Background: an optimization exercise with open tools, aiming at small area, a short achievable clock period and few clock cycles per item. Do not read the settings as production practice. RTL that was checked went through simulation tests only; none was proved equivalent to the original. Power and IR drop assume default switching activity.

==> module chromaUpsampler, before the edit <==
module chromaUpsampler (
	input logic CLOCK_50_I,
	input logic [2:0] ph,
	input colourPkg::word_t word,       
	input logic load,
	input logic first,
	input logic clamp,
	input logic odd,
	input logic rowEnd,                 
	output colourPkg::sample_t cu,
	output logic [9:0] cu3,             
	output colourPkg::sample_t cv,
	output logic [9:0] cv3              
);
	colourPkg::sample_t a [5];          
	colourPkg::sample_t b [5];
	colourPkg::sample_t t [6];
	logic [8:0] p, q, r;
	colourPkg::sample_t f;
	colourPkg::sample_t uOdd, vOdd;
	colourPkg::sample_t cuNext, cvNext;
	always_comb begin
		t[0] = a[0];
		t[1] = a[1];
		t[2] = a[2];
		t[3] = a[3];
		t[4] = first ? word[15:8] : a[4];
		t[5] = clamp ? a[4] : (odd ? word[15:8] : word[7:0]);
	end
	always_ff @(posedge CLOCK_50_I) begin
		if (!ph[2]) begin
			for (int i = 0; i < 5; i++)
				a[i] <= b[i];
			if (load) begin
				b[0] <= word[15:8];
				b[1] <= word[15:8];
				b[2] <= word[15:8];
				b[3] <= word[7:0];
			end else begin
				for (int i = 0; i < 4; i++)
					b[i] <= t[i+1];
			end
			b[4] <= t[5];
		end
		p <= {1'b0, t[0]} + {1'b0, t[5]};
		q <= {1'b0, t[2]} + {1'b0, t[3]};
		r <= {1'b0, t[1]} + {1'b0, t[4]};
		if (ph[2])
			uOdd <= f;
		if (ph[0])
			vOdd <= f;
		cu <= cuNext;
		cu3 <= {2'b00, cuNext} + {1'b0, cuNext, 1'b0};
		cv <= cvNext;
		cv3 <= {2'b00, cvNext} + {1'b0, cvNext, 1'b0};
	end
	assign cuNext = ph[0] ? (rowEnd ? a[4] : a[1]) : uOdd;
	assign cvNext = ph[0] ? (rowEnd ? b[4] : b[1]) : vOdd;
	chromaFilter filt (
		.CLOCK_50_I(CLOCK_50_I),
		.p(p),
		.q(q),
		.r(r),
		.f(f)
	);
endmodule
==> module rgbWriter, before the edit <==
module rgbWriter (
	input logic CLOCK_50_I,
	input logic resetn,
	input logic start,
	input logic [2:0] ph,
	input logic wrValid,
	input logic lastValid,
	input colourPkg::sample_t r,        
	input colourPkg::sample_t g,
	input colourPkg::sample_t b,
	output logic memWrEn,
	output colourPkg::addr_t memWrAddr,
	output colourPkg::word_t memWrData
);
	localparam int FirstAddr = 76800 - 13;
	colourPkg::sample_t r0, g0, b0;     
	colourPkg::sample_t r1, g1, b1;     
	always_ff @(posedge CLOCK_50_I or negedge resetn) begin
		if (!resetn)
			memWrEn <= 1'b0;
		else
			memWrEn <= lastValid;
	end
	always_ff @(posedge CLOCK_50_I) begin
		if (ph[2]) begin
			r0 <= r;
			g0 <= g;
			b0 <= b;
		end
		if (ph[0]) begin
			r1 <= r;
			g1 <= g;
			b1 <= b;
		end
		memWrAddr <= start ? colourPkg::addr_t'(FirstAddr) : memWrAddr + 1'b1;
		if (ph[0])
			memWrData <= {r0, g0};
		else if (ph[1])
			memWrData <= {b0, r1};
		else
			memWrData <= {g1, b1};
	end
endmodule
Settings: LEC_CHECK=0, CAP_MARGIN=20, CORE_MARGIN=2, CORE_UTILIZATION=40, CTS_CLUSTER_DIAMETER=80, CTS_CLUSTER_SIZE=28, PLACE_DENSITY=0.6, SETUP_SLACK_MARGIN=5.0, SLEW_MARGIN=20; clock period 9.0 ns.
standard.sh (not shown) runs the stock make flow with config.mk's settings and CLKGATE_MAP_FILE= SYNTH_SCRIPT=/design/flow/synth_recipe.tcl, a recipe that flattens the netlist after the stock synthesis.
==> flow/flow/run.sh <==
#!/bin/bash
set -e
bash standard.sh finish SETUP_SLACK_MARGIN=5.6 > standard.log 2>&1
The starting point finished with timing, DRC and antenna clean.
Change:
--- a/flow/design.v
+++ b/flow/design.v
@@ -248,14 +248,13 @@
 		end
 		p <= {1'b0, t[0]} + {1'b0, t[5]};
 		q <= {1'b0, t[2]} + {1'b0, t[3]};
 		r <= {1'b0, t[1]} + {1'b0, t[4]};
 		if (ph[2])
 			uOdd <= f;
-		if (ph[0])
-			vOdd <= f;
+		vOdd <= f;                      
 		cu <= cuNext;
 		cu3 <= {2'b00, cuNext} + {1'b0, cuNext, 1'b0};
 		cv <= cvNext;
 		cv3 <= {2'b00, cvNext} + {1'b0, cvNext, 1'b0};
 	end
 	assign cuNext = ph[0] ? (rowEnd ? a[4] : a[1]) : uOdd;
@@ -3391,38 +3390,33 @@
 	input colourPkg::sample_t b,
 	output logic memWrEn,
 	output colourPkg::addr_t memWrAddr,
 	output colourPkg::word_t memWrData
 );
 	localparam int FirstAddr = 76800 - 13;
-	colourPkg::sample_t r0, g0, b0;     
-	colourPkg::sample_t r1, g1, b1;     
+	colourPkg::sample_t r1, g1, b1;
+	colourPkg::sample_t g2, b2;
 	always_ff @(posedge CLOCK_50_I or negedge resetn) begin
 		if (!resetn)
 			memWrEn <= 1'b0;
 		else
 			memWrEn <= lastValid;
 	end
 	always_ff @(posedge CLOCK_50_I) begin
-		if (ph[2]) begin
-			r0 <= r;
-			g0 <= g;
-			b0 <= b;
-		end
-		if (ph[0]) begin
-			r1 <= r;
-			g1 <= g;
-			b1 <= b;
-		end
+		r1 <= r;
+		g1 <= g;
+		b1 <= b;
+		g2 <= g1;
+		b2 <= b1;
 		memWrAddr <= start ? colourPkg::addr_t'(FirstAddr) : memWrAddr + 1'b1;
 		if (ph[0])
-			memWrData <= {r0, g0};
+			memWrData <= {r1, g1};          
 		else if (ph[1])
-			memWrData <= {b0, r1};
+			memWrData <= {b2, r1};          
 		else
-			memWrData <= {g1, b1};
+			memWrData <= {g2, b2};          
 	end
 endmodule
 `default_nettype wire
 `timescale 1ns/1ps
 `default_nettype none
 module colourTop (
Wire length drops by 7.3%.
Synthesized cell count drops by 1.1%.
Worst setup slack got worse by 0.0056 ns.
Sequential cell count drops by 8.
Total power drops by 6.0%.
Combinational power drops by 7.8%.
Design area drops by 3.8%.
Count of clock-buffer cells in the layout drops by 1.
Critical path depth climbs by 12.
Non-clock buffer count drops by 1.
Cell count drops by 1.4%.
Utilization is about the same.
Testbench counts after the change, summed over its fixed seeds: cycles 921,728, frames 8.
For the first run of this note, only the layout was checked, not whether the RTL still works.

colourTop, a different RTL version from the one above (not shown whole).
For scale: roughly 480 flip-flops, ~150 I/O pins, roughly 0.025 mm2 of cells after synthesis.
==> module colourTop, before the edit <==
module colourTop (
	input logic CLOCK_50_I,
	input logic resetn,
	input logic [3:0] paddr,
	input logic psel,
	input logic penable,
	input logic pwrite,
	input logic [31:0] pwdata,
	output logic [31:0] prdata,
	output logic pready,
	output logic pslverr,
	output logic memRdEn,
	output colourPkg::addr_t memRdAddr,
	input colourPkg::word_t memRdData,
	output logic memWrEn,
	output colourPkg::addr_t memWrAddr,
	output colourPkg::word_t memWrData
);
	logic start;
	logic busy;
	logic [2:0] ph;
	logic rxLoad, rxFirst, rxClamp, rxOdd;
	logic wrValid, wrRowLast, lastValid, rowDone, frameDone;
	colourPkg::word_t rdWord;
	colourPkg::sample_t yEvenHeld, yOddHeld;
	colourPkg::sample_t pixY, pixU, pixV;
	logic [9:0] pixU3, pixV3;
	colourPkg::sample_t yNext;
	logic [19:0] y2687;
	logic [19:0] pixY2687;
	colourPkg::sample_t pixR, pixG, pixB;
	apbRegs regs (
		.CLOCK_50_I(CLOCK_50_I),
		.resetn(resetn),
		.paddr(paddr),
		.psel(psel),
		.penable(penable),
		.pwrite(pwrite),
		.pwdata(pwdata),
		.prdata(prdata),
		.pready(pready),
		.pslverr(pslverr),
		.start(start),
		.frameDone(frameDone),
		.rowDone(rowDone),
		.busy(busy)
	);
	frameSequencer seq (
		.CLOCK_50_I(CLOCK_50_I),
		.resetn(resetn),
		.start(start),
		.ph(ph),
		.memRdEn(memRdEn),
		.memRdAddr(memRdAddr),
		.rxLoad(rxLoad),
		.rxFirst(rxFirst),
		.rxClamp(rxClamp),
		.rxOdd(rxOdd),
		.wrValid(wrValid),
		.wrRowLast(wrRowLast),
		.lastValid(lastValid),
		.rowDone(rowDone),
		.frameDone(frameDone)
	);
	always_ff @(posedge CLOCK_50_I) begin
		rdWord <= memRdData;
		if (ph[2]) begin
			yEvenHeld <= rdWord[15:8];
			yOddHeld <= rdWord[7:0];
		end
		pixY <= yNext;
		pixY2687 <= y2687;
	end
	assign yNext = ph[1] ? yEvenHeld : yOddHeld;
	lumaMultiple ym (
		.y(yNext),
		.p(y2687)
	);
	chromaUpsampler ups (
		.CLOCK_50_I(CLOCK_50_I),
		.ph(ph),
		.word(rdWord),
		.load(rxLoad),
		.first(rxFirst),
		.clamp(rxClamp),
		.odd(rxOdd),
		.rowEnd(wrRowLast),
		.cu(pixU),
		.cu3(pixU3),
		.cv(pixV),
		.cv3(pixV3)
	);
	colourConverter csc (
		.CLOCK_50_I(CLOCK_50_I),
		.cu(pixU),
		.cu3(pixU3),
		.cv(pixV),
		.cv3(pixV3),
		.y(pixY),
		.y2687(pixY2687),
		.r(pixR),
		.g(pixG),
		.b(pixB)
	);
	rgbWriter writer (
		.CLOCK_50_I(CLOCK_50_I),
		.resetn(resetn),
		.start(start),
		.ph(ph),
		.wrValid(wrValid),
		.lastValid(lastValid),
		.r(pixR),
		.g(pixG),
		.b(pixB),
		.memWrEn(memWrEn),
		.memWrAddr(memWrAddr),
		.memWrData(memWrData)
	);
endmodule
Settings: LEC_CHECK=0, CAP_MARGIN=20, CORE_MARGIN=2, CORE_UTILIZATION=40, CTS_CLUSTER_DIAMETER=80, CTS_CLUSTER_SIZE=28, PLACE_DENSITY=0.6, SETUP_SLACK_MARGIN=5.0, SLEW_MARGIN=20; clock period 9.0 ns.
Scripts as last shown in full above: flow/flow/run.sh
Rerun with:
--- a/flow/design.v
+++ b/flow/design.v
@@ -3446,9 +3446,9 @@
 	colourPkg::sample_t yEvenHeld, yOddHeld;
 	colourPkg::sample_t pixY, pixU, pixV;
 	logic [9:0] pixU3, pixV3;
 	colourPkg::sample_t yNext;
-	logic [19:0] y2687;
+	logic [19:0] yEven2687, yOdd2687;
 	logic [19:0] pixY2687;
 	colourPkg::sample_t pixR, pixG, pixB;
 	apbRegs regs (
 		.CLOCK_50_I(CLOCK_50_I),
@@ -3489,14 +3489,18 @@
 			yEvenHeld <= rdWord[15:8];
 			yOddHeld <= rdWord[7:0];
 		end
 		pixY <= yNext;
-		pixY2687 <= y2687;
+		pixY2687 <= ph[1] ? yEven2687 : yOdd2687;
 	end
 	assign yNext = ph[1] ? yEvenHeld : yOddHeld;
-	lumaMultiple ym (
-		.y(yNext),
-		.p(y2687)
+	lumaMultiple yEvenMult (
+		.y(yEvenHeld),
+		.p(yEven2687)
+	);
+	lumaMultiple yOddMult (
+		.y(yOddHeld),
+		.p(yOdd2687)
 	);
 	chromaUpsampler ups (
 		.CLOCK_50_I(CLOCK_50_I),
 		.ph(ph),
Outcome:
- maximum frequency went up by 15%
- non-clock buffer count went down by 30
- register-to-register slack gets better by 0.52 ns
- utilization went down by 1.2 points
- final area went up by 0.59%
- setup slack gets better by 0.52 ns
- critical path depth does not change
- final cell count went up by 3.0%
- count of clock-buffer cells in the layout is unchanged
Testbench counts after the change, summed over its fixed seeds: cycles 921,728, frames 8.
The RTL of the first run of this note was laid out without a check of its function.

==> separate check: timing with driven ports <==
No port has a modelled driver above. Below, the same layouts with a new extraction and two added sets of constraints.
Step 1 (the two cells are an assumption about what drives the block):
set clk [get_ports {CLOCK_50_I}]
set_driving_cell -lib_cell sky130_fd_sc_hd__clkbuf_16 $clk
set_driving_cell -lib_cell sky130_fd_sc_hd__buf_2 [delete_from_list [all_inputs] $clk]
Step 2 moves the port delays by t, midway between the first and last clock arrival at a register: inputs arrive t later, outputs are due t later. That takes back most of the time a late clock gives input paths.
Three values: ideal ports, drivers, drivers and shift; two values: the first two.
run | shift t [ns] | slack for setup (ns) | worst setup path after step 2
the first run of note 1 | 0.684 | 5.650 / 5.586 / 5.143 | input to register
the second run of note 1 | 0.664 | 5.644 / 5.589 / 5.217 | input to register
the first run of note 2 | 0.659 | 5.129 / 5.129 / 5.129 | register to register
the second run of note 2 | 0.664 | 5.644 / 5.589 / 5.217 | input to register
After both steps setup and hold are still met in every run listed. The setup slack of the first run of note 1, which loses most, moves by -0.064 ns with the drivers and by -0.507 ns with both steps.
